Context: an optimization exercise on an open-source flow, tuned for small area, a short achievable clock period and few clock cycles per item. The choices shown serve that exercise and are no tape-out recipe.
The RTL was checked by simulation tests, not by an equivalence proof against the original design.

==> design/flow/design.v <==
package lsc_pkg;
	localparam int COORD_BITS = 16;
	typedef logic signed [COORD_BITS-1:0] coord_t;
	typedef logic [1:0] cfg_idx_t;
	localparam cfg_idx_t REG_LEFT = 2'd0;
	localparam cfg_idx_t REG_RIGHT = 2'd1;
	localparam cfg_idx_t REG_BOTTOM = 2'd2;
	localparam cfg_idx_t REG_TOP = 2'd3;
	localparam coord_t WIN_LEFT_RST = -16'sd100;
	localparam coord_t WIN_RIGHT_RST = 16'sd100;
	localparam coord_t WIN_BOTTOM_RST = -16'sd100;
	localparam coord_t WIN_TOP_RST = 16'sd100;
endpackage
module lsc_divider #(
	parameter int PW = 1,
	parameter logic [15:0] CUT = 16'h0000,
	parameter bit CUT_IN = 1'b0
) (
	input logic clk,
	input logic arst_n,
	input logic adv,
	input logic vin,
	input logic [31:0] na,
	input logic [15:0] da,
	input logic [31:0] nb,
	input logic [15:0] db,
	input logic [PW-1:0] pin,
	output logic vout,
	output logic [15:0] qa,
	output logic rza,
	output logic [15:0] dao,
	output logic [15:0] qb,
	output logic rzb,
	output logic [15:0] dbo,
	output logic [PW-1:0] pout
);
	logic [15:0] ra_i [17];
	logic [15:0] la_i [17];
	logic [15:0] da_i [17];
	logic [15:0] rb_i [17];
	logic [15:0] lb_i [17];
	logic [15:0] db_i [17];
	logic v_i [17];
	logic [PW-1:0] p_i [17];
	logic [15:0] ra0, la0, da0, rb0, lb0, db0;
	logic v0;
	logic [PW-1:0] p0;
	if (CUT_IN) begin : g_in
		always_ff @(posedge clk or negedge arst_n) begin
			if (!arst_n) begin
				v0 <= 1'b0;
			end else if (adv) begin
				v0 <= vin;
			end
		end
		always_ff @(posedge clk) begin
			if (adv) begin
				{ra0, la0} <= na;
				da0 <= da;
				{rb0, lb0} <= nb;
				db0 <= db;
				p0 <= pin;
			end
		end
	end else begin : g_in_wire
		assign v0 = vin;
		assign {ra0, la0} = na;
		assign da0 = da;
		assign {rb0, lb0} = nb;
		assign db0 = db;
		assign p0 = pin;
	end
	assign ra_i[0] = ra0;
	assign la_i[0] = la0;
	assign da_i[0] = da0;
	assign rb_i[0] = rb0;
	assign lb_i[0] = lb0;
	assign db_i[0] = db0;
	assign v_i[0] = v0;
	assign p_i[0] = p0;
	for (genvar k = 0; k < 16; k++) begin : g_step
		logic [15:0] ra_o, la_o, rb_o, lb_o;
		logic [17:0] ta, tb;
		logic fa, fb;
		always_comb begin
			ta = {1'b0, ra_i[k], la_i[k][15]} - {2'b00, da_i[k]};
			fa = !ta[17];
			ra_o = fa ? ta[15:0] : {ra_i[k][14:0], la_i[k][15]};
			la_o = {la_i[k][14:0], fa};
			tb = {1'b0, rb_i[k], lb_i[k][15]} - {2'b00, db_i[k]};
			fb = !tb[17];
			rb_o = fb ? tb[15:0] : {rb_i[k][14:0], lb_i[k][15]};
			lb_o = {lb_i[k][14:0], fb};
		end
		if (CUT[k]) begin : g_reg
			logic v_q;
			logic [15:0] ra_q, la_q, da_q, rb_q, lb_q, db_q;
			logic [PW-1:0] p_q;
			always_ff @(posedge clk or negedge arst_n) begin
				if (!arst_n) begin
					v_q <= 1'b0;
				end else if (adv) begin
					v_q <= v_i[k];
				end
			end
			always_ff @(posedge clk) begin
				if (adv) begin
					ra_q <= ra_o;
					la_q <= la_o;
					da_q <= da_i[k];
					rb_q <= rb_o;
					lb_q <= lb_o;
					db_q <= db_i[k];
					p_q <= p_i[k];
				end
			end
			assign v_i[k+1] = v_q;
			assign ra_i[k+1] = ra_q;
			assign la_i[k+1] = la_q;
			assign da_i[k+1] = da_q;
			assign rb_i[k+1] = rb_q;
			assign lb_i[k+1] = lb_q;
			assign db_i[k+1] = db_q;
			assign p_i[k+1] = p_q;
		end else begin : g_wire
			assign v_i[k+1] = v_i[k];
			assign ra_i[k+1] = ra_o;
			assign la_i[k+1] = la_o;
			assign da_i[k+1] = da_i[k];
			assign rb_i[k+1] = rb_o;
			assign lb_i[k+1] = lb_o;
			assign db_i[k+1] = db_i[k];
			assign p_i[k+1] = p_i[k];
		end
	end
	assign vout = v_i[16];
	assign qa = la_i[16];
	assign rza = |ra_i[16];
	assign dao = da_i[16];
	assign qb = lb_i[16];
	assign rzb = |rb_i[16];
	assign dbo = db_i[16];
	assign pout = p_i[16];
endmodule
module lsc_mul16cs (input [15:0] a, input [15:0] b, output [31:0] ps, output [31:0] pc);
wire t1 = (a[13] & b[0]) ^ (a[12] & b[1]);
wire t2 = (a[13] & b[0]) & (a[12] & b[1]);
wire t3 = (a[14] & b[0]) ^ (a[13] & b[1]) ^ (a[12] & b[2]);
wire t4 = ((a[14] & b[0]) & (a[13] & b[1])) | ((a[14] & b[0]) & (a[12] & b[2])) | ((a[13] & b[1]) & (a[12] & b[2]));
wire t5 = (a[11] & b[3]) ^ (a[10] & b[4]);
wire t6 = (a[11] & b[3]) & (a[10] & b[4]);
wire t7 = (a[15] & b[0]) ^ (a[14] & b[1]) ^ (a[13] & b[2]);
wire t8 = ((a[15] & b[0]) & (a[14] & b[1])) | ((a[15] & b[0]) & (a[13] & b[2])) | ((a[14] & b[1]) & (a[13] & b[2]));
wire t9 = (a[12] & b[3]) ^ (a[11] & b[4]) ^ (a[10] & b[5]);
wire t10 = ((a[12] & b[3]) & (a[11] & b[4])) | ((a[12] & b[3]) & (a[10] & b[5])) | ((a[11] & b[4]) & (a[10] & b[5]));
wire t11 = (a[9] & b[6]) ^ (a[8] & b[7]);
wire t12 = (a[9] & b[6]) & (a[8] & b[7]);
wire t13 = (a[15] & b[1]) ^ (a[14] & b[2]) ^ (a[13] & b[3]);
wire t14 = ((a[15] & b[1]) & (a[14] & b[2])) | ((a[15] & b[1]) & (a[13] & b[3])) | ((a[14] & b[2]) & (a[13] & b[3]));
wire t15 = (a[12] & b[4]) ^ (a[11] & b[5]) ^ (a[10] & b[6]);
wire t16 = ((a[12] & b[4]) & (a[11] & b[5])) | ((a[12] & b[4]) & (a[10] & b[6])) | ((a[11] & b[5]) & (a[10] & b[6]));
wire t17 = (a[9] & b[7]) ^ (a[8] & b[8]);
wire t18 = (a[9] & b[7]) & (a[8] & b[8]);
wire t19 = (a[15] & b[2]) ^ (a[14] & b[3]) ^ (a[13] & b[4]);
wire t20 = ((a[15] & b[2]) & (a[14] & b[3])) | ((a[15] & b[2]) & (a[13] & b[4])) | ((a[14] & b[3]) & (a[13] & b[4]));
wire t21 = (a[12] & b[5]) ^ (a[11] & b[6]) ^ (a[10] & b[7]);
wire t22 = ((a[12] & b[5]) & (a[11] & b[6])) | ((a[12] & b[5]) & (a[10] & b[7])) | ((a[11] & b[6]) & (a[10] & b[7]));
wire t23 = (a[15] & b[3]) ^ (a[14] & b[4]) ^ (a[13] & b[5]);
wire t24 = ((a[15] & b[3]) & (a[14] & b[4])) | ((a[15] & b[3]) & (a[13] & b[5])) | ((a[14] & b[4]) & (a[13] & b[5]));
wire t25 = (a[9] & b[0]) ^ (a[8] & b[1]);
wire t26 = (a[9] & b[0]) & (a[8] & b[1]);
wire t27 = (a[10] & b[0]) ^ (a[9] & b[1]) ^ (a[8] & b[2]);
wire t28 = ((a[10] & b[0]) & (a[9] & b[1])) | ((a[10] & b[0]) & (a[8] & b[2])) | ((a[9] & b[1]) & (a[8] & b[2]));
wire t29 = (a[7] & b[3]) ^ (a[6] & b[4]);
wire t30 = (a[7] & b[3]) & (a[6] & b[4]);
wire t31 = (a[11] & b[0]) ^ (a[10] & b[1]) ^ (a[9] & b[2]);
wire t32 = ((a[11] & b[0]) & (a[10] & b[1])) | ((a[11] & b[0]) & (a[9] & b[2])) | ((a[10] & b[1]) & (a[9] & b[2]));
wire t33 = (a[8] & b[3]) ^ (a[7] & b[4]) ^ (a[6] & b[5]);
wire t34 = ((a[8] & b[3]) & (a[7] & b[4])) | ((a[8] & b[3]) & (a[6] & b[5])) | ((a[7] & b[4]) & (a[6] & b[5]));
wire t35 = (a[5] & b[6]) ^ (a[4] & b[7]);
wire t36 = (a[5] & b[6]) & (a[4] & b[7]);
wire t37 = (a[12] & b[0]) ^ (a[11] & b[1]) ^ (a[10] & b[2]);
wire t38 = ((a[12] & b[0]) & (a[11] & b[1])) | ((a[12] & b[0]) & (a[10] & b[2])) | ((a[11] & b[1]) & (a[10] & b[2]));
wire t39 = (a[9] & b[3]) ^ (a[8] & b[4]) ^ (a[7] & b[5]);
wire t40 = ((a[9] & b[3]) & (a[8] & b[4])) | ((a[9] & b[3]) & (a[7] & b[5])) | ((a[8] & b[4]) & (a[7] & b[5]));
wire t41 = (a[6] & b[6]) ^ (a[5] & b[7]) ^ (a[4] & b[8]);
wire t42 = ((a[6] & b[6]) & (a[5] & b[7])) | ((a[6] & b[6]) & (a[4] & b[8])) | ((a[5] & b[7]) & (a[4] & b[8]));
wire t43 = (a[3] & b[9]) ^ (a[2] & b[10]);
wire t44 = (a[3] & b[9]) & (a[2] & b[10]);
wire t45 = (a[11] & b[2]) ^ (a[10] & b[3]) ^ (a[9] & b[4]);
wire t46 = ((a[11] & b[2]) & (a[10] & b[3])) | ((a[11] & b[2]) & (a[9] & b[4])) | ((a[10] & b[3]) & (a[9] & b[4]));
wire t47 = (a[8] & b[5]) ^ (a[7] & b[6]) ^ (a[6] & b[7]);
wire t48 = ((a[8] & b[5]) & (a[7] & b[6])) | ((a[8] & b[5]) & (a[6] & b[7])) | ((a[7] & b[6]) & (a[6] & b[7]));
wire t49 = (a[5] & b[8]) ^ (a[4] & b[9]) ^ (a[3] & b[10]);
wire t50 = ((a[5] & b[8]) & (a[4] & b[9])) | ((a[5] & b[8]) & (a[3] & b[10])) | ((a[4] & b[9]) & (a[3] & b[10]));
wire t51 = (a[2] & b[11]) ^ (a[1] & b[12]) ^ (a[0] & b[13]);
wire t52 = ((a[2] & b[11]) & (a[1] & b[12])) | ((a[2] & b[11]) & (a[0] & b[13])) | ((a[1] & b[12]) & (a[0] & b[13]));
wire t53 = (a[9] & b[5]) ^ (a[8] & b[6]) ^ (a[7] & b[7]);
wire t54 = ((a[9] & b[5]) & (a[8] & b[6])) | ((a[9] & b[5]) & (a[7] & b[7])) | ((a[8] & b[6]) & (a[7] & b[7]));
wire t55 = (a[6] & b[8]) ^ (a[5] & b[9]) ^ (a[4] & b[10]);
wire t56 = ((a[6] & b[8]) & (a[5] & b[9])) | ((a[6] & b[8]) & (a[4] & b[10])) | ((a[5] & b[9]) & (a[4] & b[10]));
wire t57 = (a[3] & b[11]) ^ (a[2] & b[12]) ^ (a[1] & b[13]);
wire t58 = ((a[3] & b[11]) & (a[2] & b[12])) | ((a[3] & b[11]) & (a[1] & b[13])) | ((a[2] & b[12]) & (a[1] & b[13]));
wire t59 = (a[0] & b[14]) ^ t3 ^ t5;
wire t60 = ((a[0] & b[14]) & t3) | ((a[0] & b[14]) & t5) | (t3 & t5);
wire t61 = (a[7] & b[8]) ^ (a[6] & b[9]) ^ (a[5] & b[10]);
wire t62 = ((a[7] & b[8]) & (a[6] & b[9])) | ((a[7] & b[8]) & (a[5] & b[10])) | ((a[6] & b[9]) & (a[5] & b[10]));
wire t63 = (a[4] & b[11]) ^ (a[3] & b[12]) ^ (a[2] & b[13]);
wire t64 = ((a[4] & b[11]) & (a[3] & b[12])) | ((a[4] & b[11]) & (a[2] & b[13])) | ((a[3] & b[12]) & (a[2] & b[13]));
wire t65 = (a[1] & b[14]) ^ (a[0] & b[15]) ^ t7;
wire t66 = ((a[1] & b[14]) & (a[0] & b[15])) | ((a[1] & b[14]) & t7) | ((a[0] & b[15]) & t7);
wire t67 = t9 ^ t11 ^ t4;
wire t68 = (t9 & t11) | (t9 & t4) | (t11 & t4);
wire t69 = (a[7] & b[9]) ^ (a[6] & b[10]) ^ (a[5] & b[11]);
wire t70 = ((a[7] & b[9]) & (a[6] & b[10])) | ((a[7] & b[9]) & (a[5] & b[11])) | ((a[6] & b[10]) & (a[5] & b[11]));
wire t71 = (a[4] & b[12]) ^ (a[3] & b[13]) ^ (a[2] & b[14]);
wire t72 = ((a[4] & b[12]) & (a[3] & b[13])) | ((a[4] & b[12]) & (a[2] & b[14])) | ((a[3] & b[13]) & (a[2] & b[14]));
wire t73 = (a[1] & b[15]) ^ t13 ^ t15;
wire t74 = ((a[1] & b[15]) & t13) | ((a[1] & b[15]) & t15) | (t13 & t15);
wire t75 = t17 ^ t8 ^ t10;
wire t76 = (t17 & t8) | (t17 & t10) | (t8 & t10);
wire t77 = (a[9] & b[8]) ^ (a[8] & b[9]) ^ (a[7] & b[10]);
wire t78 = ((a[9] & b[8]) & (a[8] & b[9])) | ((a[9] & b[8]) & (a[7] & b[10])) | ((a[8] & b[9]) & (a[7] & b[10]));
wire t79 = (a[6] & b[11]) ^ (a[5] & b[12]) ^ (a[4] & b[13]);
wire t80 = ((a[6] & b[11]) & (a[5] & b[12])) | ((a[6] & b[11]) & (a[4] & b[13])) | ((a[5] & b[12]) & (a[4] & b[13]));
wire t81 = (a[3] & b[14]) ^ (a[2] & b[15]) ^ t19;
wire t82 = ((a[3] & b[14]) & (a[2] & b[15])) | ((a[3] & b[14]) & t19) | ((a[2] & b[15]) & t19);
wire t83 = t21 ^ t14 ^ t16;
wire t84 = (t21 & t14) | (t21 & t16) | (t14 & t16);
wire t85 = (a[12] & b[6]) ^ (a[11] & b[7]) ^ (a[10] & b[8]);
wire t86 = ((a[12] & b[6]) & (a[11] & b[7])) | ((a[12] & b[6]) & (a[10] & b[8])) | ((a[11] & b[7]) & (a[10] & b[8]));
wire t87 = (a[9] & b[9]) ^ (a[8] & b[10]) ^ (a[7] & b[11]);
wire t88 = ((a[9] & b[9]) & (a[8] & b[10])) | ((a[9] & b[9]) & (a[7] & b[11])) | ((a[8] & b[10]) & (a[7] & b[11]));
wire t89 = (a[6] & b[12]) ^ (a[5] & b[13]) ^ (a[4] & b[14]);
wire t90 = ((a[6] & b[12]) & (a[5] & b[13])) | ((a[6] & b[12]) & (a[4] & b[14])) | ((a[5] & b[13]) & (a[4] & b[14]));
wire t91 = (a[3] & b[15]) ^ t23 ^ t20;
wire t92 = ((a[3] & b[15]) & t23) | ((a[3] & b[15]) & t20) | (t23 & t20);
wire t93 = (a[15] & b[4]) ^ (a[14] & b[5]) ^ (a[13] & b[6]);
wire t94 = ((a[15] & b[4]) & (a[14] & b[5])) | ((a[15] & b[4]) & (a[13] & b[6])) | ((a[14] & b[5]) & (a[13] & b[6]));
wire t95 = (a[12] & b[7]) ^ (a[11] & b[8]) ^ (a[10] & b[9]);
wire t96 = ((a[12] & b[7]) & (a[11] & b[8])) | ((a[12] & b[7]) & (a[10] & b[9])) | ((a[11] & b[8]) & (a[10] & b[9]));
wire t97 = (a[9] & b[10]) ^ (a[8] & b[11]) ^ (a[7] & b[12]);
wire t98 = ((a[9] & b[10]) & (a[8] & b[11])) | ((a[9] & b[10]) & (a[7] & b[12])) | ((a[8] & b[11]) & (a[7] & b[12]));
wire t99 = (a[6] & b[13]) ^ (a[5] & b[14]) ^ (a[4] & b[15]);
wire t100 = ((a[6] & b[13]) & (a[5] & b[14])) | ((a[6] & b[13]) & (a[4] & b[15])) | ((a[5] & b[14]) & (a[4] & b[15]));
wire t101 = (a[15] & b[5]) ^ (a[14] & b[6]) ^ (a[13] & b[7]);
wire t102 = ((a[15] & b[5]) & (a[14] & b[6])) | ((a[15] & b[5]) & (a[13] & b[7])) | ((a[14] & b[6]) & (a[13] & b[7]));
wire t103 = (a[12] & b[8]) ^ (a[11] & b[9]) ^ (a[10] & b[10]);
wire t104 = ((a[12] & b[8]) & (a[11] & b[9])) | ((a[12] & b[8]) & (a[10] & b[10])) | ((a[11] & b[9]) & (a[10] & b[10]));
wire t105 = (a[9] & b[11]) ^ (a[8] & b[12]) ^ (a[7] & b[13]);
wire t106 = ((a[9] & b[11]) & (a[8] & b[12])) | ((a[9] & b[11]) & (a[7] & b[13])) | ((a[8] & b[12]) & (a[7] & b[13]));
wire t107 = (a[15] & b[6]) ^ (a[14] & b[7]) ^ (a[13] & b[8]);
wire t108 = ((a[15] & b[6]) & (a[14] & b[7])) | ((a[15] & b[6]) & (a[13] & b[8])) | ((a[14] & b[7]) & (a[13] & b[8]));
wire t109 = (a[12] & b[9]) ^ (a[11] & b[10]) ^ (a[10] & b[11]);
wire t110 = ((a[12] & b[9]) & (a[11] & b[10])) | ((a[12] & b[9]) & (a[10] & b[11])) | ((a[11] & b[10]) & (a[10] & b[11]));
wire t111 = (a[15] & b[7]) ^ (a[14] & b[8]) ^ (a[13] & b[9]);
wire t112 = ((a[15] & b[7]) & (a[14] & b[8])) | ((a[15] & b[7]) & (a[13] & b[9])) | ((a[14] & b[8]) & (a[13] & b[9]));
wire t113 = (a[6] & b[0]) ^ (a[5] & b[1]);
wire t114 = (a[6] & b[0]) & (a[5] & b[1]);
wire t115 = (a[7] & b[0]) ^ (a[6] & b[1]) ^ (a[5] & b[2]);
wire t116 = ((a[7] & b[0]) & (a[6] & b[1])) | ((a[7] & b[0]) & (a[5] & b[2])) | ((a[6] & b[1]) & (a[5] & b[2]));
wire t117 = (a[4] & b[3]) ^ (a[3] & b[4]);
wire t118 = (a[4] & b[3]) & (a[3] & b[4]);
wire t119 = (a[8] & b[0]) ^ (a[7] & b[1]) ^ (a[6] & b[2]);
wire t120 = ((a[8] & b[0]) & (a[7] & b[1])) | ((a[8] & b[0]) & (a[6] & b[2])) | ((a[7] & b[1]) & (a[6] & b[2]));
wire t121 = (a[5] & b[3]) ^ (a[4] & b[4]) ^ (a[3] & b[5]);
wire t122 = ((a[5] & b[3]) & (a[4] & b[4])) | ((a[5] & b[3]) & (a[3] & b[5])) | ((a[4] & b[4]) & (a[3] & b[5]));
wire t123 = (a[2] & b[6]) ^ (a[1] & b[7]);
wire t124 = (a[2] & b[6]) & (a[1] & b[7]);
wire t125 = (a[7] & b[2]) ^ (a[6] & b[3]) ^ (a[5] & b[4]);
wire t126 = ((a[7] & b[2]) & (a[6] & b[3])) | ((a[7] & b[2]) & (a[5] & b[4])) | ((a[6] & b[3]) & (a[5] & b[4]));
wire t127 = (a[4] & b[5]) ^ (a[3] & b[6]) ^ (a[2] & b[7]);
wire t128 = ((a[4] & b[5]) & (a[3] & b[6])) | ((a[4] & b[5]) & (a[2] & b[7])) | ((a[3] & b[6]) & (a[2] & b[7]));
wire t129 = (a[1] & b[8]) ^ (a[0] & b[9]) ^ t25;
wire t130 = ((a[1] & b[8]) & (a[0] & b[9])) | ((a[1] & b[8]) & t25) | ((a[0] & b[9]) & t25);
wire t131 = (a[5] & b[5]) ^ (a[4] & b[6]) ^ (a[3] & b[7]);
wire t132 = ((a[5] & b[5]) & (a[4] & b[6])) | ((a[5] & b[5]) & (a[3] & b[7])) | ((a[4] & b[6]) & (a[3] & b[7]));
wire t133 = (a[2] & b[8]) ^ (a[1] & b[9]) ^ (a[0] & b[10]);
wire t134 = ((a[2] & b[8]) & (a[1] & b[9])) | ((a[2] & b[8]) & (a[0] & b[10])) | ((a[1] & b[9]) & (a[0] & b[10]));
wire t135 = t27 ^ t29 ^ t26;
wire t136 = (t27 & t29) | (t27 & t26) | (t29 & t26);
wire t137 = (a[3] & b[8]) ^ (a[2] & b[9]) ^ (a[1] & b[10]);
wire t138 = ((a[3] & b[8]) & (a[2] & b[9])) | ((a[3] & b[8]) & (a[1] & b[10])) | ((a[2] & b[9]) & (a[1] & b[10]));
wire t139 = (a[0] & b[11]) ^ t31 ^ t33;
wire t140 = ((a[0] & b[11]) & t31) | ((a[0] & b[11]) & t33) | (t31 & t33);
wire t141 = t35 ^ t28 ^ t30;
wire t142 = (t35 & t28) | (t35 & t30) | (t28 & t30);
wire t143 = (a[1] & b[11]) ^ (a[0] & b[12]) ^ t37;
wire t144 = ((a[1] & b[11]) & (a[0] & b[12])) | ((a[1] & b[11]) & t37) | ((a[0] & b[12]) & t37);
wire t145 = t39 ^ t41 ^ t43;
wire t146 = (t39 & t41) | (t39 & t43) | (t41 & t43);
wire t147 = t32 ^ t34 ^ t36;
wire t148 = (t32 & t34) | (t32 & t36) | (t34 & t36);
wire t149 = t1 ^ t45 ^ t47;
wire t150 = (t1 & t45) | (t1 & t47) | (t45 & t47);
wire t151 = t49 ^ t51 ^ t38;
wire t152 = (t49 & t51) | (t49 & t38) | (t51 & t38);
wire t153 = t40 ^ t42 ^ t44;
wire t154 = (t40 & t42) | (t40 & t44) | (t42 & t44);
wire t155 = t2 ^ t53 ^ t55;
wire t156 = (t2 & t53) | (t2 & t55) | (t53 & t55);
wire t157 = t57 ^ t59 ^ t46;
wire t158 = (t57 & t59) | (t57 & t46) | (t59 & t46);
wire t159 = t48 ^ t50 ^ t52;
wire t160 = (t48 & t50) | (t48 & t52) | (t50 & t52);
wire t161 = t6 ^ t61 ^ t63;
wire t162 = (t6 & t61) | (t6 & t63) | (t61 & t63);
wire t163 = t65 ^ t67 ^ t54;
wire t164 = (t65 & t67) | (t65 & t54) | (t67 & t54);
wire t165 = t56 ^ t58 ^ t60;
wire t166 = (t56 & t58) | (t56 & t60) | (t58 & t60);
wire t167 = t12 ^ t69 ^ t71;
wire t168 = (t12 & t69) | (t12 & t71) | (t69 & t71);
wire t169 = t73 ^ t75 ^ t62;
wire t170 = (t73 & t75) | (t73 & t62) | (t75 & t62);
wire t171 = t64 ^ t66 ^ t68;
wire t172 = (t64 & t66) | (t64 & t68) | (t66 & t68);
wire t173 = t18 ^ t77 ^ t79;
wire t174 = (t18 & t77) | (t18 & t79) | (t77 & t79);
wire t175 = t81 ^ t83 ^ t70;
wire t176 = (t81 & t83) | (t81 & t70) | (t83 & t70);
wire t177 = t72 ^ t74 ^ t76;
wire t178 = (t72 & t74) | (t72 & t76) | (t74 & t76);
wire t179 = t22 ^ t85 ^ t87;
wire t180 = (t22 & t85) | (t22 & t87) | (t85 & t87);
wire t181 = t89 ^ t91 ^ t78;
wire t182 = (t89 & t91) | (t89 & t78) | (t91 & t78);
wire t183 = t80 ^ t82 ^ t84;
wire t184 = (t80 & t82) | (t80 & t84) | (t82 & t84);
wire t185 = t24 ^ t93 ^ t95;
wire t186 = (t24 & t93) | (t24 & t95) | (t93 & t95);
wire t187 = t97 ^ t99 ^ t86;
wire t188 = (t97 & t99) | (t97 & t86) | (t99 & t86);
wire t189 = t88 ^ t90 ^ t92;
wire t190 = (t88 & t90) | (t88 & t92) | (t90 & t92);
wire t191 = (a[6] & b[14]) ^ (a[5] & b[15]) ^ t101;
wire t192 = ((a[6] & b[14]) & (a[5] & b[15])) | ((a[6] & b[14]) & t101) | ((a[5] & b[15]) & t101);
wire t193 = t103 ^ t105 ^ t94;
wire t194 = (t103 & t105) | (t103 & t94) | (t105 & t94);
wire t195 = t96 ^ t98 ^ t100;
wire t196 = (t96 & t98) | (t96 & t100) | (t98 & t100);
wire t197 = (a[9] & b[12]) ^ (a[8] & b[13]) ^ (a[7] & b[14]);
wire t198 = ((a[9] & b[12]) & (a[8] & b[13])) | ((a[9] & b[12]) & (a[7] & b[14])) | ((a[8] & b[13]) & (a[7] & b[14]));
wire t199 = (a[6] & b[15]) ^ t107 ^ t109;
wire t200 = ((a[6] & b[15]) & t107) | ((a[6] & b[15]) & t109) | (t107 & t109);
wire t201 = t102 ^ t104 ^ t106;
wire t202 = (t102 & t104) | (t102 & t106) | (t104 & t106);
wire t203 = (a[12] & b[10]) ^ (a[11] & b[11]) ^ (a[10] & b[12]);
wire t204 = ((a[12] & b[10]) & (a[11] & b[11])) | ((a[12] & b[10]) & (a[10] & b[12])) | ((a[11] & b[11]) & (a[10] & b[12]));
wire t205 = (a[9] & b[13]) ^ (a[8] & b[14]) ^ (a[7] & b[15]);
wire t206 = ((a[9] & b[13]) & (a[8] & b[14])) | ((a[9] & b[13]) & (a[7] & b[15])) | ((a[8] & b[14]) & (a[7] & b[15]));
wire t207 = t111 ^ t108 ^ t110;
wire t208 = (t111 & t108) | (t111 & t110) | (t108 & t110);
wire t209 = (a[15] & b[8]) ^ (a[14] & b[9]) ^ (a[13] & b[10]);
wire t210 = ((a[15] & b[8]) & (a[14] & b[9])) | ((a[15] & b[8]) & (a[13] & b[10])) | ((a[14] & b[9]) & (a[13] & b[10]));
wire t211 = (a[12] & b[11]) ^ (a[11] & b[12]) ^ (a[10] & b[13]);
wire t212 = ((a[12] & b[11]) & (a[11] & b[12])) | ((a[12] & b[11]) & (a[10] & b[13])) | ((a[11] & b[12]) & (a[10] & b[13]));
wire t213 = (a[9] & b[14]) ^ (a[8] & b[15]) ^ t112;
wire t214 = ((a[9] & b[14]) & (a[8] & b[15])) | ((a[9] & b[14]) & t112) | ((a[8] & b[15]) & t112);
wire t215 = (a[15] & b[9]) ^ (a[14] & b[10]) ^ (a[13] & b[11]);
wire t216 = ((a[15] & b[9]) & (a[14] & b[10])) | ((a[15] & b[9]) & (a[13] & b[11])) | ((a[14] & b[10]) & (a[13] & b[11]));
wire t217 = (a[12] & b[12]) ^ (a[11] & b[13]) ^ (a[10] & b[14]);
wire t218 = ((a[12] & b[12]) & (a[11] & b[13])) | ((a[12] & b[12]) & (a[10] & b[14])) | ((a[11] & b[13]) & (a[10] & b[14]));
wire t219 = (a[15] & b[10]) ^ (a[14] & b[11]) ^ (a[13] & b[12]);
wire t220 = ((a[15] & b[10]) & (a[14] & b[11])) | ((a[15] & b[10]) & (a[13] & b[12])) | ((a[14] & b[11]) & (a[13] & b[12]));
wire t221 = (a[4] & b[0]) ^ (a[3] & b[1]);
wire t222 = (a[4] & b[0]) & (a[3] & b[1]);
wire t223 = (a[5] & b[0]) ^ (a[4] & b[1]) ^ (a[3] & b[2]);
wire t224 = ((a[5] & b[0]) & (a[4] & b[1])) | ((a[5] & b[0]) & (a[3] & b[2])) | ((a[4] & b[1]) & (a[3] & b[2]));
wire t225 = (a[2] & b[3]) ^ (a[1] & b[4]);
wire t226 = (a[2] & b[3]) & (a[1] & b[4]);
wire t227 = (a[4] & b[2]) ^ (a[3] & b[3]) ^ (a[2] & b[4]);
wire t228 = ((a[4] & b[2]) & (a[3] & b[3])) | ((a[4] & b[2]) & (a[2] & b[4])) | ((a[3] & b[3]) & (a[2] & b[4]));
wire t229 = (a[1] & b[5]) ^ (a[0] & b[6]) ^ t113;
wire t230 = ((a[1] & b[5]) & (a[0] & b[6])) | ((a[1] & b[5]) & t113) | ((a[0] & b[6]) & t113);
wire t231 = (a[2] & b[5]) ^ (a[1] & b[6]) ^ (a[0] & b[7]);
wire t232 = ((a[2] & b[5]) & (a[1] & b[6])) | ((a[2] & b[5]) & (a[0] & b[7])) | ((a[1] & b[6]) & (a[0] & b[7]));
wire t233 = t115 ^ t117 ^ t114;
wire t234 = (t115 & t117) | (t115 & t114) | (t117 & t114);
wire t235 = (a[0] & b[8]) ^ t119 ^ t121;
wire t236 = ((a[0] & b[8]) & t119) | ((a[0] & b[8]) & t121) | (t119 & t121);
wire t237 = t123 ^ t116 ^ t118;
wire t238 = (t123 & t116) | (t123 & t118) | (t116 & t118);
wire t239 = t125 ^ t127 ^ t129;
wire t240 = (t125 & t127) | (t125 & t129) | (t127 & t129);
wire t241 = t120 ^ t122 ^ t124;
wire t242 = (t120 & t122) | (t120 & t124) | (t122 & t124);
wire t243 = t131 ^ t133 ^ t135;
wire t244 = (t131 & t133) | (t131 & t135) | (t133 & t135);
wire t245 = t126 ^ t128 ^ t130;
wire t246 = (t126 & t128) | (t126 & t130) | (t128 & t130);
wire t247 = t137 ^ t139 ^ t141;
wire t248 = (t137 & t139) | (t137 & t141) | (t139 & t141);
wire t249 = t132 ^ t134 ^ t136;
wire t250 = (t132 & t134) | (t132 & t136) | (t134 & t136);
wire t251 = t143 ^ t145 ^ t147;
wire t252 = (t143 & t145) | (t143 & t147) | (t145 & t147);
wire t253 = t138 ^ t140 ^ t142;
wire t254 = (t138 & t140) | (t138 & t142) | (t140 & t142);
wire t255 = t149 ^ t151 ^ t153;
wire t256 = (t149 & t151) | (t149 & t153) | (t151 & t153);
wire t257 = t144 ^ t146 ^ t148;
wire t258 = (t144 & t146) | (t144 & t148) | (t146 & t148);
wire t259 = t155 ^ t157 ^ t159;
wire t260 = (t155 & t157) | (t155 & t159) | (t157 & t159);
wire t261 = t150 ^ t152 ^ t154;
wire t262 = (t150 & t152) | (t150 & t154) | (t152 & t154);
wire t263 = t161 ^ t163 ^ t165;
wire t264 = (t161 & t163) | (t161 & t165) | (t163 & t165);
wire t265 = t156 ^ t158 ^ t160;
wire t266 = (t156 & t158) | (t156 & t160) | (t158 & t160);
wire t267 = t167 ^ t169 ^ t171;
wire t268 = (t167 & t169) | (t167 & t171) | (t169 & t171);
wire t269 = t162 ^ t164 ^ t166;
wire t270 = (t162 & t164) | (t162 & t166) | (t164 & t166);
wire t271 = t173 ^ t175 ^ t177;
wire t272 = (t173 & t175) | (t173 & t177) | (t175 & t177);
wire t273 = t168 ^ t170 ^ t172;
wire t274 = (t168 & t170) | (t168 & t172) | (t170 & t172);
wire t275 = t179 ^ t181 ^ t183;
wire t276 = (t179 & t181) | (t179 & t183) | (t181 & t183);
wire t277 = t174 ^ t176 ^ t178;
wire t278 = (t174 & t176) | (t174 & t178) | (t176 & t178);
wire t279 = t185 ^ t187 ^ t189;
wire t280 = (t185 & t187) | (t185 & t189) | (t187 & t189);
wire t281 = t180 ^ t182 ^ t184;
wire t282 = (t180 & t182) | (t180 & t184) | (t182 & t184);
wire t283 = t191 ^ t193 ^ t195;
wire t284 = (t191 & t193) | (t191 & t195) | (t193 & t195);
wire t285 = t186 ^ t188 ^ t190;
wire t286 = (t186 & t188) | (t186 & t190) | (t188 & t190);
wire t287 = t197 ^ t199 ^ t201;
wire t288 = (t197 & t199) | (t197 & t201) | (t199 & t201);
wire t289 = t192 ^ t194 ^ t196;
wire t290 = (t192 & t194) | (t192 & t196) | (t194 & t196);
wire t291 = t203 ^ t205 ^ t207;
wire t292 = (t203 & t205) | (t203 & t207) | (t205 & t207);
wire t293 = t198 ^ t200 ^ t202;
wire t294 = (t198 & t200) | (t198 & t202) | (t200 & t202);
wire t295 = t209 ^ t211 ^ t213;
wire t296 = (t209 & t211) | (t209 & t213) | (t211 & t213);
wire t297 = t204 ^ t206 ^ t208;
wire t298 = (t204 & t206) | (t204 & t208) | (t206 & t208);
wire t299 = (a[9] & b[15]) ^ t215 ^ t217;
wire t300 = ((a[9] & b[15]) & t215) | ((a[9] & b[15]) & t217) | (t215 & t217);
wire t301 = t210 ^ t212 ^ t214;
wire t302 = (t210 & t212) | (t210 & t214) | (t212 & t214);
wire t303 = (a[12] & b[13]) ^ (a[11] & b[14]) ^ (a[10] & b[15]);
wire t304 = ((a[12] & b[13]) & (a[11] & b[14])) | ((a[12] & b[13]) & (a[10] & b[15])) | ((a[11] & b[14]) & (a[10] & b[15]));
wire t305 = t219 ^ t216 ^ t218;
wire t306 = (t219 & t216) | (t219 & t218) | (t216 & t218);
wire t307 = (a[15] & b[11]) ^ (a[14] & b[12]) ^ (a[13] & b[13]);
wire t308 = ((a[15] & b[11]) & (a[14] & b[12])) | ((a[15] & b[11]) & (a[13] & b[13])) | ((a[14] & b[12]) & (a[13] & b[13]));
wire t309 = (a[12] & b[14]) ^ (a[11] & b[15]) ^ t220;
wire t310 = ((a[12] & b[14]) & (a[11] & b[15])) | ((a[12] & b[14]) & t220) | ((a[11] & b[15]) & t220);
wire t311 = (a[15] & b[12]) ^ (a[14] & b[13]) ^ (a[13] & b[14]);
wire t312 = ((a[15] & b[12]) & (a[14] & b[13])) | ((a[15] & b[12]) & (a[13] & b[14])) | ((a[14] & b[13]) & (a[13] & b[14]));
wire t313 = (a[3] & b[0]) ^ (a[2] & b[1]);
wire t314 = (a[3] & b[0]) & (a[2] & b[1]);
wire t315 = (a[2] & b[2]) ^ (a[1] & b[3]) ^ (a[0] & b[4]);
wire t316 = ((a[2] & b[2]) & (a[1] & b[3])) | ((a[2] & b[2]) & (a[0] & b[4])) | ((a[1] & b[3]) & (a[0] & b[4]));
wire t317 = (a[0] & b[5]) ^ t223 ^ t225;
wire t318 = ((a[0] & b[5]) & t223) | ((a[0] & b[5]) & t225) | (t223 & t225);
wire t319 = t227 ^ t229 ^ t224;
wire t320 = (t227 & t229) | (t227 & t224) | (t229 & t224);
wire t321 = t231 ^ t233 ^ t228;
wire t322 = (t231 & t233) | (t231 & t228) | (t233 & t228);
wire t323 = t235 ^ t237 ^ t232;
wire t324 = (t235 & t237) | (t235 & t232) | (t237 & t232);
wire t325 = t239 ^ t241 ^ t236;
wire t326 = (t239 & t241) | (t239 & t236) | (t241 & t236);
wire t327 = t243 ^ t245 ^ t240;
wire t328 = (t243 & t245) | (t243 & t240) | (t245 & t240);
wire t329 = t247 ^ t249 ^ t244;
wire t330 = (t247 & t249) | (t247 & t244) | (t249 & t244);
wire t331 = t251 ^ t253 ^ t248;
wire t332 = (t251 & t253) | (t251 & t248) | (t253 & t248);
wire t333 = t255 ^ t257 ^ t252;
wire t334 = (t255 & t257) | (t255 & t252) | (t257 & t252);
wire t335 = t259 ^ t261 ^ t256;
wire t336 = (t259 & t261) | (t259 & t256) | (t261 & t256);
wire t337 = t263 ^ t265 ^ t260;
wire t338 = (t263 & t265) | (t263 & t260) | (t265 & t260);
wire t339 = t267 ^ t269 ^ t264;
wire t340 = (t267 & t269) | (t267 & t264) | (t269 & t264);
wire t341 = t271 ^ t273 ^ t268;
wire t342 = (t271 & t273) | (t271 & t268) | (t273 & t268);
wire t343 = t275 ^ t277 ^ t272;
wire t344 = (t275 & t277) | (t275 & t272) | (t277 & t272);
wire t345 = t279 ^ t281 ^ t276;
wire t346 = (t279 & t281) | (t279 & t276) | (t281 & t276);
wire t347 = t283 ^ t285 ^ t280;
wire t348 = (t283 & t285) | (t283 & t280) | (t285 & t280);
wire t349 = t287 ^ t289 ^ t284;
wire t350 = (t287 & t289) | (t287 & t284) | (t289 & t284);
wire t351 = t291 ^ t293 ^ t288;
wire t352 = (t291 & t293) | (t291 & t288) | (t293 & t288);
wire t353 = t295 ^ t297 ^ t292;
wire t354 = (t295 & t297) | (t295 & t292) | (t297 & t292);
wire t355 = t299 ^ t301 ^ t296;
wire t356 = (t299 & t301) | (t299 & t296) | (t301 & t296);
wire t357 = t303 ^ t305 ^ t300;
wire t358 = (t303 & t305) | (t303 & t300) | (t305 & t300);
wire t359 = t307 ^ t309 ^ t304;
wire t360 = (t307 & t309) | (t307 & t304) | (t309 & t304);
wire t361 = (a[12] & b[15]) ^ t311 ^ t308;
wire t362 = ((a[12] & b[15]) & t311) | ((a[12] & b[15]) & t308) | (t311 & t308);
wire t363 = (a[15] & b[13]) ^ (a[14] & b[14]) ^ (a[13] & b[15]);
wire t364 = ((a[15] & b[13]) & (a[14] & b[14])) | ((a[15] & b[13]) & (a[13] & b[15])) | ((a[14] & b[14]) & (a[13] & b[15]));
wire t365 = (a[2] & b[0]) ^ (a[1] & b[1]);
wire t366 = (a[2] & b[0]) & (a[1] & b[1]);
wire t367 = (a[1] & b[2]) ^ (a[0] & b[3]) ^ t313;
wire t368 = ((a[1] & b[2]) & (a[0] & b[3])) | ((a[1] & b[2]) & t313) | ((a[0] & b[3]) & t313);
wire t369 = t221 ^ t315 ^ t314;
wire t370 = (t221 & t315) | (t221 & t314) | (t315 & t314);
wire t371 = t222 ^ t317 ^ t316;
wire t372 = (t222 & t317) | (t222 & t316) | (t317 & t316);
wire t373 = t226 ^ t319 ^ t318;
wire t374 = (t226 & t319) | (t226 & t318) | (t319 & t318);
wire t375 = t230 ^ t321 ^ t320;
wire t376 = (t230 & t321) | (t230 & t320) | (t321 & t320);
wire t377 = t234 ^ t323 ^ t322;
wire t378 = (t234 & t323) | (t234 & t322) | (t323 & t322);
wire t379 = t238 ^ t325 ^ t324;
wire t380 = (t238 & t325) | (t238 & t324) | (t325 & t324);
wire t381 = t242 ^ t327 ^ t326;
wire t382 = (t242 & t327) | (t242 & t326) | (t327 & t326);
wire t383 = t246 ^ t329 ^ t328;
wire t384 = (t246 & t329) | (t246 & t328) | (t329 & t328);
wire t385 = t250 ^ t331 ^ t330;
wire t386 = (t250 & t331) | (t250 & t330) | (t331 & t330);
wire t387 = t254 ^ t333 ^ t332;
wire t388 = (t254 & t333) | (t254 & t332) | (t333 & t332);
wire t389 = t258 ^ t335 ^ t334;
wire t390 = (t258 & t335) | (t258 & t334) | (t335 & t334);
wire t391 = t262 ^ t337 ^ t336;
wire t392 = (t262 & t337) | (t262 & t336) | (t337 & t336);
wire t393 = t266 ^ t339 ^ t338;
wire t394 = (t266 & t339) | (t266 & t338) | (t339 & t338);
wire t395 = t270 ^ t341 ^ t340;
wire t396 = (t270 & t341) | (t270 & t340) | (t341 & t340);
wire t397 = t274 ^ t343 ^ t342;
wire t398 = (t274 & t343) | (t274 & t342) | (t343 & t342);
wire t399 = t278 ^ t345 ^ t344;
wire t400 = (t278 & t345) | (t278 & t344) | (t345 & t344);
wire t401 = t282 ^ t347 ^ t346;
wire t402 = (t282 & t347) | (t282 & t346) | (t347 & t346);
wire t403 = t286 ^ t349 ^ t348;
wire t404 = (t286 & t349) | (t286 & t348) | (t349 & t348);
wire t405 = t290 ^ t351 ^ t350;
wire t406 = (t290 & t351) | (t290 & t350) | (t351 & t350);
wire t407 = t294 ^ t353 ^ t352;
wire t408 = (t294 & t353) | (t294 & t352) | (t353 & t352);
wire t409 = t298 ^ t355 ^ t354;
wire t410 = (t298 & t355) | (t298 & t354) | (t355 & t354);
wire t411 = t302 ^ t357 ^ t356;
wire t412 = (t302 & t357) | (t302 & t356) | (t357 & t356);
wire t413 = t306 ^ t359 ^ t358;
wire t414 = (t306 & t359) | (t306 & t358) | (t359 & t358);
wire t415 = t310 ^ t361 ^ t360;
wire t416 = (t310 & t361) | (t310 & t360) | (t361 & t360);
wire t417 = t312 ^ t363 ^ t362;
wire t418 = (t312 & t363) | (t312 & t362) | (t363 & t362);
wire t419 = (a[15] & b[14]) ^ (a[14] & b[15]) ^ t364;
wire t420 = ((a[15] & b[14]) & (a[14] & b[15])) | ((a[15] & b[14]) & t364) | ((a[14] & b[15]) & t364);
wire [31:0] r0 = {1'b0, (a[15] & b[15]), t419, t417, t415, t413, t411, t409, t407, t405, t403, t401, t399, t397, t395, t393, t391, t389, t387, t385, t383, t381, t379, t377, t375, t373, t371, t369, t367, (a[0] & b[2]), (a[1] & b[0]), (a[0] & b[0])};
wire [31:0] r1 = {1'b0, t420, t418, t416, t414, t412, t410, t408, t406, t404, t402, t400, t398, t396, t394, t392, t390, t388, t386, t384, t382, t380, t378, t376, t374, t372, t370, t368, t366, t365, (a[0] & b[1]), 1'b0};
assign ps = r0;
assign pc = r1;
endmodule
module line_segment_clipper (
	input logic clk,
	input logic arst_n,
	input logic in_valid,
	output logic in_stall,
	input lsc_pkg::coord_t start_x,
	input lsc_pkg::coord_t start_y,
	input lsc_pkg::coord_t end_x,
	input lsc_pkg::coord_t end_y,
	output logic out_valid,
	input logic out_stall,
	output logic visible,
	output lsc_pkg::coord_t clip_start_x,
	output lsc_pkg::coord_t clip_start_y,
	output lsc_pkg::coord_t clip_end_x,
	output lsc_pkg::coord_t clip_end_y,
	input logic cfg_write,
	input lsc_pkg::cfg_idx_t cfg_index,
	input lsc_pkg::coord_t cfg_data
);
	localparam logic [15:0] DIV_CUT = 16'b0010_1010_1010_1010;
	localparam int PW = 32 + 9;
	logic [15:0] win_l, win_r, win_b, win_t;
	always_ff @(posedge clk or negedge arst_n) begin
		if (!arst_n) begin
			win_l <= lsc_pkg::WIN_LEFT_RST;
			win_r <= lsc_pkg::WIN_RIGHT_RST;
			win_b <= lsc_pkg::WIN_BOTTOM_RST;
			win_t <= lsc_pkg::WIN_TOP_RST;
		end else if (cfg_write) begin
			case (cfg_index)
				lsc_pkg::REG_LEFT: win_l <= cfg_data;
				lsc_pkg::REG_RIGHT: win_r <= cfg_data;
				lsc_pkg::REG_BOTTOM: win_b <= cfg_data;
				lsc_pkg::REG_TOP: win_t <= cfg_data;
				default: ;
			endcase
		end
	end
	logic ov_q;
	logic adv;
	assign adv = !ov_q || !out_stall;
	assign in_stall = !adv;
	function automatic logic [15+16+16+5:0] axis_prep(logic [15:0] c0, logic [15:0] c1,
		logic [15:0] lo, logic [15:0] hi);
		logic signed [16:0] d, nd, e_lo, e_hi, x_hi, x_lo, en, ex;
		logic neg, zero, enpos, clamp, rej;
		logic [15:0] ad, den, en_c, ex_c;
		d = $signed({c1[15], c1}) - $signed({c0[15], c0});
		nd = $signed({c0[15], c0}) - $signed({c1[15], c1});
		e_lo = $signed({lo[15], lo}) - $signed({c0[15], c0});
		e_hi = $signed({c0[15], c0}) - $signed({hi[15], hi});
		x_hi = $signed({hi[15], hi}) - $signed({c0[15], c0});
		x_lo = $signed({c0[15], c0}) - $signed({lo[15], lo});
		neg = d[16];
		zero = (c0 == c1);
		ad = neg ? nd[15:0] : d[15:0];
		en = neg ? e_hi : e_lo;
		ex = neg ? x_lo : x_hi;
		clamp = neg ? ($signed(c1) >= $signed(lo)) : ($signed(hi) >= $signed(c1));
		if (zero) begin
			den = 16'd1;
			en_c = 16'd0;
			ex_c = 16'd1;
			enpos = 1'b0;
			clamp = 1'b1;
			rej = (!e_lo[16] && e_lo != 17'd0) || x_hi[16];
		end else begin
			den = ad;
			en_c = en[16] ? 16'd0 : en[15:0];
			ex_c = clamp ? ad : ex[15:0];
			enpos = !en[16] && en != 17'd0;
			rej = ex[16];
		end
		axis_prep = {den, en_c, ex_c, neg, zero, enpos, clamp, rej};
	endfunction
	logic v1;
	logic [15:0] x0_1, y0_1;
	logic [15:0] denx_1, enx_1, exx_1, deny_1, eny_1, exy_1;
	logic negx_1, zerox_1, enposx_1, clampx_1, negy_1, zeroy_1, enposy_1, clampy_1, rej_1;
	always_ff @(posedge clk or negedge arst_n) begin
		if (!arst_n) v1 <= 1'b0;
		else if (adv) v1 <= in_valid;
	end
	logic [52:0] prepx, prepy;
	assign prepx = axis_prep(start_x, end_x, win_l, win_r);
	assign prepy = axis_prep(start_y, end_y, win_b, win_t);
	always_ff @(posedge clk) begin
		if (adv) begin
			x0_1 <= start_x;
			y0_1 <= start_y;
			{denx_1, enx_1, exx_1, negx_1, zerox_1, enposx_1, clampx_1} <= prepx[52:1];
			{deny_1, eny_1, exy_1, negy_1, zeroy_1, enposy_1, clampy_1} <= prepy[52:1];
			rej_1 <= prepx[0] | prepy[0];
		end
	end
	logic v2;
	logic [15:0] x0_2, y0_2, denx_2, deny_2;
	logic negx_2, zerox_2, enposx_2, clampx_2, negy_2, zeroy_2, enposy_2, clampy_2, rej_2;
	logic [63:0] pa_2, pb_2, pc_2, pd_2;
	logic [31:0] pa, pb, pc, pd;
	assign pa = pa_2[63:32] + pa_2[31:0];
	assign pb = pb_2[63:32] + pb_2[31:0];
	assign pc = pc_2[63:32] + pc_2[31:0];
	assign pd = pd_2[63:32] + pd_2[31:0];
	always_ff @(posedge clk or negedge arst_n) begin
		if (!arst_n) v2 <= 1'b0;
		else if (adv) v2 <= v1;
	end
	logic [63:0] ma, mb, mc, md;
	lsc_mul16cs u_ma (.a(enx_1), .b(deny_1), .ps(ma[63:32]), .pc(ma[31:0]));
	lsc_mul16cs u_mb (.a(eny_1), .b(denx_1), .ps(mb[63:32]), .pc(mb[31:0]));
	lsc_mul16cs u_mc (.a(exx_1), .b(deny_1), .ps(mc[63:32]), .pc(mc[31:0]));
	lsc_mul16cs u_md (.a(exy_1), .b(denx_1), .ps(md[63:32]), .pc(md[31:0]));
	always_ff @(posedge clk) begin
		if (adv) begin
			x0_2 <= x0_1;
			y0_2 <= y0_1;
			denx_2 <= denx_1;
			deny_2 <= deny_1;
			{negx_2, zerox_2, enposx_2, clampx_2} <= {negx_1, zerox_1, enposx_1, clampx_1};
			{negy_2, zeroy_2, enposy_2, clampy_2} <= {negy_1, zeroy_1, enposy_1, clampy_1};
			rej_2 <= rej_1 || (enx_1 > exx_1) || (eny_1 > exy_1);
			pa_2 <= ma;
			pb_2 <= mb;
			pc_2 <= mc;
			pd_2 <= md;
		end
	end
	logic sel_e, sel_x, vis_2;
	logic [31:0] ne, nx;
	logic [15:0] de, dx;
	always_comb begin
		sel_e = pa >= pb;
		sel_x = pc <= pd;
		vis_2 = !rej_2 && (pa <= pd) && (pb <= pc);
		ne = sel_e ? pa : pb;
		de = sel_e ? denx_2 : deny_2;
		nx = sel_x ? pc : pd;
		dx = sel_x ? denx_2 : deny_2;
	end
	logic vd;
	logic [15:0] qe_c, qx_c, dx_c, qe, qx, dx_d;
	logic vd_c, rze_c, rzx_c;
	logic [PW-1:0] pay_c;
	logic rze, rzx;
	logic [PW-1:0] pay;
	lsc_divider #(.PW(PW), .CUT(DIV_CUT), .CUT_IN(1'b1)) u_div (
		.clk(clk), .arst_n(arst_n), .adv(adv),
		.vin(v2), .na(ne), .da(de), .nb(nx), .db(dx),
		.pin({x0_2, y0_2, sel_e, sel_x, negx_2, negy_2, zerox_2, zeroy_2,
			sel_e ? enposx_2 : enposy_2, sel_x ? clampx_2 : clampy_2, vis_2}),
		.vout(vd_c), .qa(qe_c), .rza(rze_c), .dao(), .qb(qx_c), .rzb(rzx_c), .dbo(dx_c),
		.pout(pay_c)
	);
	always_ff @(posedge clk or negedge arst_n) begin
		if (!arst_n) vd <= 1'b0;
		else if (adv) vd <= vd_c;
	end
	always_ff @(posedge clk) begin
		if (adv) begin
			qe <= qe_c;
			rze <= rze_c;
			qx <= qx_c;
			rzx <= rzx_c;
			dx_d <= dx_c;
			pay <= pay_c;
		end
	end
	function automatic logic [15:0] round_pt(logic [15:0] base, logic [15:0] q, logic rnz,
		logic neg, logic zero);
		logic [16:0] qq, s0, s1;
		logic inc;
		qq = neg ? {1'b1, ~q} : {1'b0, q};
		s0 = {base[15], base} + qq;
		s1 = {base[15], base} + qq + 17'd1;
		inc = (neg && !rnz) || (rnz && s0[16]);
		round_pt = zero ? base : (inc ? s1[15:0] : s0[15:0]);
	endfunction
	logic [15:0] px0, py0;
	logic psel_e, psel_x, pnegx, pnegy, pzerox, pzeroy, penpos_e, pclamp_x, pvis;
	logic [64:0] res;
	always_comb begin
		logic [15:0] oe, ox, ee, ex, sx, sy, ex_, ey_, dd, ob_e, ob_x, sb_x;
		logic on_e, oz_e, on_x, oz_x, sn_x, sz_x, sc_x, sn_e, sp_e;
		{px0, py0, psel_e, psel_x, pnegx, pnegy, pzerox, pzeroy,
			penpos_e, pclamp_x, pvis} = pay;
		ob_e = psel_e ? py0 : px0;
		on_e = psel_e ? pnegy : pnegx;
		oz_e = psel_e ? pzeroy : pzerox;
		oe = round_pt(ob_e, qe, rze, on_e, oz_e);
		sp_e = penpos_e;
		sn_e = psel_e ? pnegx : pnegy;
		ee = !sp_e ? (psel_e ? px0 : py0)
			: psel_e ? (sn_e ? win_r : win_l) : (sn_e ? win_t : win_b);
		sx = psel_e ? ee : oe;
		sy = psel_e ? oe : ee;
		ob_x = psel_x ? py0 : px0;
		on_x = psel_x ? pnegy : pnegx;
		oz_x = psel_x ? pzeroy : pzerox;
		ox = round_pt(ob_x, qx, rzx, on_x, oz_x);
		sb_x = psel_x ? px0 : py0;
		sn_x = psel_x ? pnegx : pnegy;
		sz_x = psel_x ? pzerox : pzeroy;
		sc_x = pclamp_x;
		dd = sz_x ? 16'd0 : dx_d;
		ex = sc_x ? (sn_x ? sb_x - dd : sb_x + dd)
			: psel_x ? (sn_x ? win_l : win_r) : (sn_x ? win_b : win_t);
		ex_ = psel_x ? ex : ox;
		ey_ = psel_x ? ox : ex;
		res = pvis ? {1'b1, sx, sy, ex_, ey_} : 65'd0;
	end
	logic [64:0] or_q;
	always_ff @(posedge clk or negedge arst_n) begin
		if (!arst_n) ov_q <= 1'b0;
		else if (adv) ov_q <= vd;
	end
	always_ff @(posedge clk) begin
		if (adv) or_q <= res;
	end
	assign out_valid = ov_q;
	assign {visible, clip_start_x, clip_start_y, clip_end_x, clip_end_y} = or_q;
endmodule
==> design/flow/flow/run.sh <==
#!/bin/bash
set -euo pipefail
bash standard.sh SETUP_SLACK_MARGIN=5.45 finish > standard.log 2>&1
==> design/flow/standard.sh <==
#!/bin/bash
# synth_recipe.tcl (not shown) runs the flow's synth.tcl, then flattens the netlist and writes it again
# the make line also repeats each setting of config.mk as NAME=value (left out here)
make -C /OpenROAD-flow-scripts/flow DESIGN_CONFIG=/design/flow/config.mk WORK_HOME=/design/flow/orfs CLKGATE_MAP_FILE= SYNTH_SCRIPT=/design/flow/synth_recipe.tcl "${@:-finish}"
==> design/flow/config.mk <==
export PLATFORM = sky130hd
export DESIGN_NAME = line_segment_clipper
export DESIGN_NICKNAME = line_segment_clipper
export VERILOG_FILES = /design/flow/design.v
export SDC_FILE = /design/flow/constraint.sdc
export NUM_CORES = 4
export LEC_CHECK = 0
export ABC_AREA = 1
export CAP_MARGIN = 20
export CORE_MARGIN = 2
export CORE_UTILIZATION = 55
export SLEW_MARGIN = 20
==> design/flow/constraint.sdc <==
create_clock -name core_clock -period 10.0 [get_ports {clk}]
set_input_delay 2.0000 -clock core_clock [delete_from_list [all_inputs] [get_ports {clk}]]
set_output_delay 2.0000 -clock core_clock [all_outputs]
set_load 0.01 [all_outputs]
==> run summary, run 1 <==
- Minimum clock period: 4.467 ns
- Max_cap viols: 0
- Setup_tns: 0 ns
- Crit Path Category: input pin to register
- Post-route DRC: 0
- Slowest stage cell, crit path: clkdlybuf4s50_1
- Syn avg cell area: 8.519 sq um
- Final ANT Viol Nets: 0
- Setup violations, final: 0
- Top fanout value on the critical path: 31
- Max Clock Skew: 0.06968 ns
- First-pass GRT wire length: 663.2 mm
- Dominant synthesized flop cell: edfxtp_1
- Clk Latency, worst-skew pair: 0.91 ns
- Chip width: 512.5 microns
- Post-Route WL: 448.7 mm
- GP Congestion: 1.045
- Most area-hungry cell type in the Yosys netlist: edfxtp_1
- Gr ovfl total: 0
- Filler cells: 22.49k
- Max H-tree Level: 4
- Slowest cell delay on critical path: 0.55 ns
- Yosys cell types: 64
- Post-synth EDFFs: 1,706
- Fmax: 0.2239 GHz
- Half-perimeter wire length after detailed placement: 340.7 mm
- Post-Syn Instances: 16.69k
- Worst-Margin Slew: 1.150 ns
- Num Clock Sinks: 1,782
- Ys Warns: 10
- Core area: 0.2569 sq mm
- Post-Syn Nets: 18.76k
- WL met3: 34.86 mm
- Number of synthesized register bits: 1,782
- Slew headroom: 23.36%
- Routed length on met2: 202.5 mm
- Status: no timing/DRC/antenna violations
- Seq/Total Area, Yosys: 37.39%
- Share of layout cells above drive strength 1: 6.319%
- CTS tree: done
- Critical Path Source Type: input pin
- Share of the synthesized area in the top cell type: 36.03%
- Area of the multi-input gates: 0.07660 sq mm
- Synth area leaders: edfxtp_1 36%, fa_1 12%, nand2_1 11%
- Initial DRC Count: 10.49k
- Crit end category: register
- Req. time, crit path: 10.62 ns
- Cell area after synthesis: 0.1422 sq mm
- Starting Density: 55.34%
- Reg clk slew, reported paths: 0.06 ns
- Max layer used: met5
- Full die area: 0.2626 sq mm
- Fin cells: 20.46k
- Number of port buffers: 153
- Final Hold Fails: 0
- Max-slew violations: 0
- Root Driver: clkbuf_16
- Final nets: 18.99k
- Via density: 5.515
- Wl on met1: 187.2 mm
- Die height: 512.5 microns
- All-layer global routing usage: 33.44%
- Detailed Routing Iterations Pass 1: 6
- RSZ-0062 raised after global routing: true
- Period utilisation layout: 44.67%
- Min-delay worst type: register to register
- Sequential cell area: 0.05317 sq mm
- Pin count of the biggest net entering global routing: 177
- WL/cell: 21.93 microns
- Initial antenna violation count: 25
- Ys async rst share: 4.265%
- IO Count: 154
- Critical-path cell list: clkdlybuf4s50_1, inv_1, ha_1, fa_2, o21ai_2, nand2_1, nand2_1, nand2_2, nand3_4, nand2_4, bufbuf_16, o21ai_1, nand2_1, nor2_1, nand3_1, nor2_1, nor2_1
- P&R area growth vs syn: 11.05%
- Routed vias: 112.9k
- Num rows: 186
- Dpl cells: 19.88k
- Vias in the first global route: 108.2k
- CP arrival: 5.09 ns
- CTS Buf Count: 206
- CTS max path bufs: 4
==> what timing repair did <==
| action | in CTS | in global routing |
|---|---|---|
| gates resized for setup | 224 | 407 |
| pin swaps | 15 | 57 |
| setup buffers | 52 | 118 |
| cloned | 18 | 22 |
| setup endpoints to repair | 1196 | 822 |
| hold buffers | 0 | 0 |
==> logic make-up after synthesis <==
group / share of synthesized area, %
AO/OA/AOI/OAI: 9.830
multiplexers: 0.02904
XOR/XNOR: 3.905
adder cells (fa/ha/maj): 21.87
AND/OR/NAND/NOR: 16.88
flip-flops: 37.39
buffers and inverters: 10.09
==> Yosys cell counts (all sizes together), types with 2 or more instances <==
cell	count
o2111ai	6
inv	3294
o21bai	62
edfxtp	1706
a211oi	23
o21a	38
nand3b	35
clkbuf	355
mux2i	3
a21o	59
nor2	761
nand2	4243
nor3	139
a21boi	51
a21oi	1151
nand3	580
xnor2	235
o211ai	38
nor3b	4
nor4	30
a211o	2
o21ai	1018
o221a	2
buf	116
clkinv	4
or2	40
dfrtp	46
a31oi	49
fa	831
o31ai	44
nand4	100
ha	1156
and2	5
a221oi	10
and3	4
dfstp	30
o221ai	13
a31o	3
xor2	399
==> stage by stage <==
stage | hold slack, ns | worst slack, ns | util [%] | instance area [sq um]
2_1_floorplan | 0.4003 | 3.321 | - | 142200
3_3_place_gp | 0.4001 | 3.298 | 57.22 | 147000
3_5_place_dp | 0.4045 | 3.248 | 57.22 | 147000
4_1_cts | 0.3550 | 5.403 | 60.39 | 155100
5_1_grt | 0.3671 | 5.351 | 61.46 | 157900
6_report | 0.3727 | 5.533 | 61.46 | 157900
==> flip-flops by register name, indices dropped and copies added (netlist names), 65 cells and up <==
register and count:
u_div.g_step.g_reg.la_q 112, u_div.g_step.g_reg.db_q 112, u_div.g_step.g_reg.lb_q 112, u_div.g_step.g_reg.ra_q 112, u_div.g_step.g_reg.p_q 287, or_q 65
u_div.g_step.g_reg.rb_q 112, u_div.g_step.g_reg.da_q 112
==> placed cells by master, fill, tap and decap left out, drive strengths merged, types with 38 or more instances in the layout <==
cell              n
inv            3299
nand3           590
a21boi           51
o21ai          1018
clkbuf          256
o31ai            44
edfxtp         1706
nand3b           39
ha             1156
buf             297
nand4           100
or2              40
nor3            139
nand2          4254
a31oi            49
clkdlybuf4s50   127
dfrtp            46
o21a             40
fa              831
nor2            761
o21bai           62
xnor2           235
xor2            399
clkinv           72
a21o             59
a21oi          1151
o211ai           38
==> worst max-delay path: cells and delay by family <==
family,cells,cell delay [ns]
compound gates,2,0.42
fa+ha+maj,2,0.66
buf+inv,3,0.98
simple gates,10,1.03
==> final cells by class <==
class	instances	share of cell area [%]
multi-input combinational	11170	48.51
sequential	1782	33.67
inverter	3298	7.943
clock buffer	250	3.402
timing repair buffer	455	2.954
tap	3384	2.681
clock inverter	119	0.8066
timing repair inverter	5	0.02536
antenna	5	0.007924
==> worst paths after layout <==
kind,slack [ns],startpoint,end,cells past startpoint
setup reg to reg,5.54,pb_2[33],u_div.p0[0],20
min in group asynchronous,1.02,arst_n,ov_q,1
max in group asynchronous,8.33,arst_n,win_t[6],2
hold reg to reg,0.37,negy_2,u_div.p0[5],0
hold / removal,0.37,negy_2,u_div.p0[5],0
setup / recovery,5.53,end_x[0],enposx_1,17
==> metal layers <==
metal	track usage [%]	vias to the layer above
li1	-	54020
met1	45.30	53700
met2	53.02	4193
met3	4.937	935
met4	15.64	10
met5	0	-
Testbench counts, summed over its fixed seeds: cycles 34,536, segments 33,600.
==> run 2: changes to the inputs <==
==> design/flow/flow/run.sh (replaced) <==
#!/bin/bash
set -euo pipefail
bash standard.sh SETUP_SLACK_MARGIN=5.3 finish > standard.log 2>&1
--- a/design/flow/config.mk
+++ b/design/flow/config.mk
@@ -8,5 +8,5 @@
 export ABC_AREA = 1
 export CAP_MARGIN = 20
 export CORE_MARGIN = 2
-export CORE_UTILIZATION = 55
+export CORE_UTILIZATION = 65
 export SLEW_MARGIN = 20
==> run 2 against run 1 <==
Design area shrank 1.5%. Critical path depth shrank 8. Setup slack lost 0.16 ns. Clock skew decreased by 0.0093 ns. Critical path type is now register to register. Highest routed layer unchanged.
==> run summary, run 2 <==
- Core Util, Final: 71.53%
- All-layer global routing usage: 38.73%
- Full die area: 0.2225 sq mm
- Cell area after synthesis: 0.1422 sq mm
- Worst-Margin Slew: 1.199 ns
- Crit Path Category: register to register
- Setup violations, final: 0
- Worst Hold Launch: y0_2[4]
- Post-route DRC: 0
- Dominant synthesized flop cell: edfxtp_1
- Synth area leaders: edfxtp_1 36%, fa_1 12%, nand2_1 11%
- Min-delay worst type: register to register
- Max-slew violations: 0
- Fin area: 0.1555 sq mm
- Most instantiated cells after synthesis: 4,219 x nand2_1, 3,273 x inv_1, 1,706 x edfxtp_1, 1,156 x ha_1, 1,146 x a21oi_1
- Critical Path Source Type: register
- Final nets: 18.90k
- CP top delay family: adder cells
- IO Count: 154
- Flop-to-flop setup slack: 5.37 ns
- Vias in the first global route: 111.8k
- RR Startpoint: deny_1[7]
- Slowest stage cell, crit path: edfxtp_1
- CP arrival: 5.23 ns
- Fmax: 0.2160 GHz
- WL/cell: 22.03 microns
- WP buf/inv: 2
- Syn avg cell area: 8.519 sq um
- Max reg flops: 287
- Slew headroom: 19.22%
- CTS Buf Count: 189
- Hold Path End: u_div.p0[13]
- Root Driver: clkbuf_16
- Crit path from: deny_1[7]
- Ys Warns: 10
- Crit end category: register
- Minimum clock period: 4.630 ns
- Seq/Total Area, Yosys: 37.39%
- Most area-hungry cell type in the Yosys netlist: edfxtp_1
- Num Clock Sinks: 1,782
- Gr ovfl total: 0
- Pin count of the biggest net entering global routing: 184
- Share of layout cells above drive strength 1: 5.145%
- Clk Latency, worst-skew pair: 0.89 ns
- Commonest non-fill, non-tap cell in the layout: nand2_1
- First-pass GRT wire length: 652.9 mm
- Share of the synthesized area in the top cell type: 36.03%
- Routed vias: 115.8k
- RSZ-0062 raised after global routing: true
- WHS Path Cells: 0
- Detailed Routing Iterations Pass 1: 7
- Half-perimeter wire length after detailed placement: 330.2 mm
- Num rows: 171
- Top fanout value on the critical path: 32
- Final ANT Viol Nets: 0
- Slowest cell delay on critical path: 0.61 ns
- Reg with most FFs: u_div.g_step.g_reg.p_q
- Starting Density: 65.41%
- Reg2Reg Depth: 9
- Initial antenna violation count: 26
- Status: no timing/DRC/antenna violations
- Post-Syn Nets: 18.76k
- Max H-tree Level: 4
- Final Hold Fails: 0
- Core area: 0.2174 sq mm
- CTS max path bufs: 3
- Setup_tns: 0 ns
- Number of synthesized register bits: 1,782
- Post-synth EDFFs: 1,706
- Most frequent CP cell: fa_1
- Max_cap viols: 0
- Chip width: 471.7 microns
- Post-Syn Instances: 16.69k
- Via density: 5.830
- Max Clock Skew: 0.06039 ns
- Initial DRC Count: 12.53k
- Post-Route WL: 437.4 mm
- Die height: 471.7 microns
- Most frequent cells in the layout: 4,200 x nand2_1, 3,266 x inv_1, 1,706 x edfxtp_1
- Yosys cell types: 64
- Req. time, crit path: 10.60 ns
- FF-to-FF End: pc_2[49]
- GP Congestion: 1.063
- Number of port buffers: 153
- CTS tree: done
- Reg clk slew, reported paths: 0.07 ns
- Placed Area: 0.1462 sq mm
- Period utilisation layout: 46.30%
- Ys async rst share: 4.265%
- Critical-path cell list: buf_6, nand2_1, fa_1, fa_1, fa_1, fa_1, fa_1, inv_1, fa_1
- Most frequent cell after synthesis: nand2_1
- P&R area growth vs syn: 9.348%
-- run 2: worst reg2reg max path, cell delays in order (launching register included) --
cell and delay (ns):
edfxtp_1 0.61, buf_6 0.41, nand2_1 0.23, fa_1 0.48, fa_1 0.58, fa_1 0.46
fa_1 0.51, fa_1 0.55, inv_1 0.05, fa_1 0.49
-- run 2: worst max-delay path by stage --
stage,depth (start not counted),endpoint
2_1_floorplan,3,v1
3_3_place_gp,16,exy_1[0]
3_5_place_dp,16,exy_1[0]
4_1_cts,4,in_stall
5_1_grt,23,u_div.g_step[3].g_reg.rb_q[0]
6_report,9,pc_2[49]
-- run 2: cells by family (layout without fill, tap and decap cells) --
family,Yosys count,in the layout,share of synthesized area (%)
XOR/XNOR,634,634,3.905
other,0,15,0
flip-flops,1782,1782,37.39
AO/OA/AOI/OAI,2571,2573,9.830
multiplexers,4,4,0.02904
adder cells (fa/ha/maj),1987,1987,21.87
buffers and inverters,3769,4050,10.09
AND/OR/NAND/NOR,5943,5957,16.88
-- run 2: timing repair --
item	in CTS	in global routing
resized for setup	134	246
setup buffers	16	114
pin swaps	5	44
hold buffers	0	0
setup endpoints to repair	681	694
gates cloned	9	15
-- run 2: final cells by class --
| class | count | area (sq um) |
|---|---|---|
| antenna | 15 | 37.54 |
| clock buffer | 219 | 4883 |
| clock inverter | 133 | 1633 |
| fill | 16450 | 61900 |
| inverter | 3298 | 12520 |
| multi-input combinational | 11160 | 75770 |
| sequential | 1782 | 53170 |
| tap | 2854 | 3571 |
| timing repair buffer | 399 | 3884 |
| timing repair inverter | 1 | 7.507 |
-- run 2: stage by stage --
step	setup WS [ns]	std cells	hold slack, ns
final	5.370	19860	0.3863
after global routing	5.217	19840	0.3810
after CTS	5.092	19710	0.3701
after detailed placement	3.526	19340	0.4045
after global placement	3.515	19340	0.4002
after floorplan	3.321	16690	0.4003
-- run 2: metal layers --
metal | global-route usage [%] | part of all wire (%) | vias to the layer above
met5 | 0 | 0.029 | -
met4 | 21.63 | 6.4 | 20
met3 | 7.185 | 9.9 | 1319
met2 | 61.04 | 45 | 6071
met1 | 50.73 | 39 | 54550
li1 | - | - | 53800

re-timing with driven ports:
In the flow no input, the clock included, has a driving cell. The finished layouts below were timed again as built, in two steps. Step 1: set_driving_cell puts a clkbuf_16 on clk and a buf_2 on each other input, an assumption about the parent block. Step 2, shift: input delay + t, output delay - t, t = (earliest + latest rising clock arrival at the registers) / 2. This alone moves slack from input paths to output paths. Slacks: no drivers / after step 1 / after step 2; pairs: no drivers / after step 1.
| run | t (ns) | slack for setup (ns) | worst setup path at the end | latest minus earliest clock arrival (ns) | cell pins on the clock port's net |
|---|---|---|---|---|---|
| run 1 | 0.976 | 5.533 / 5.529 / 4.626 | input to register | 0.077 / 0.076 | 1 |
| run 2 | 0.964 | 5.370 / 5.370 / 4.493 | input to register | 0.066 / 0.066 | 1 |
After both steps setup and hold are still met in every run listed. The setup slack of run 1, which loses most, moves by -0.004 ns with the drivers and by -0.907 ns with both steps.
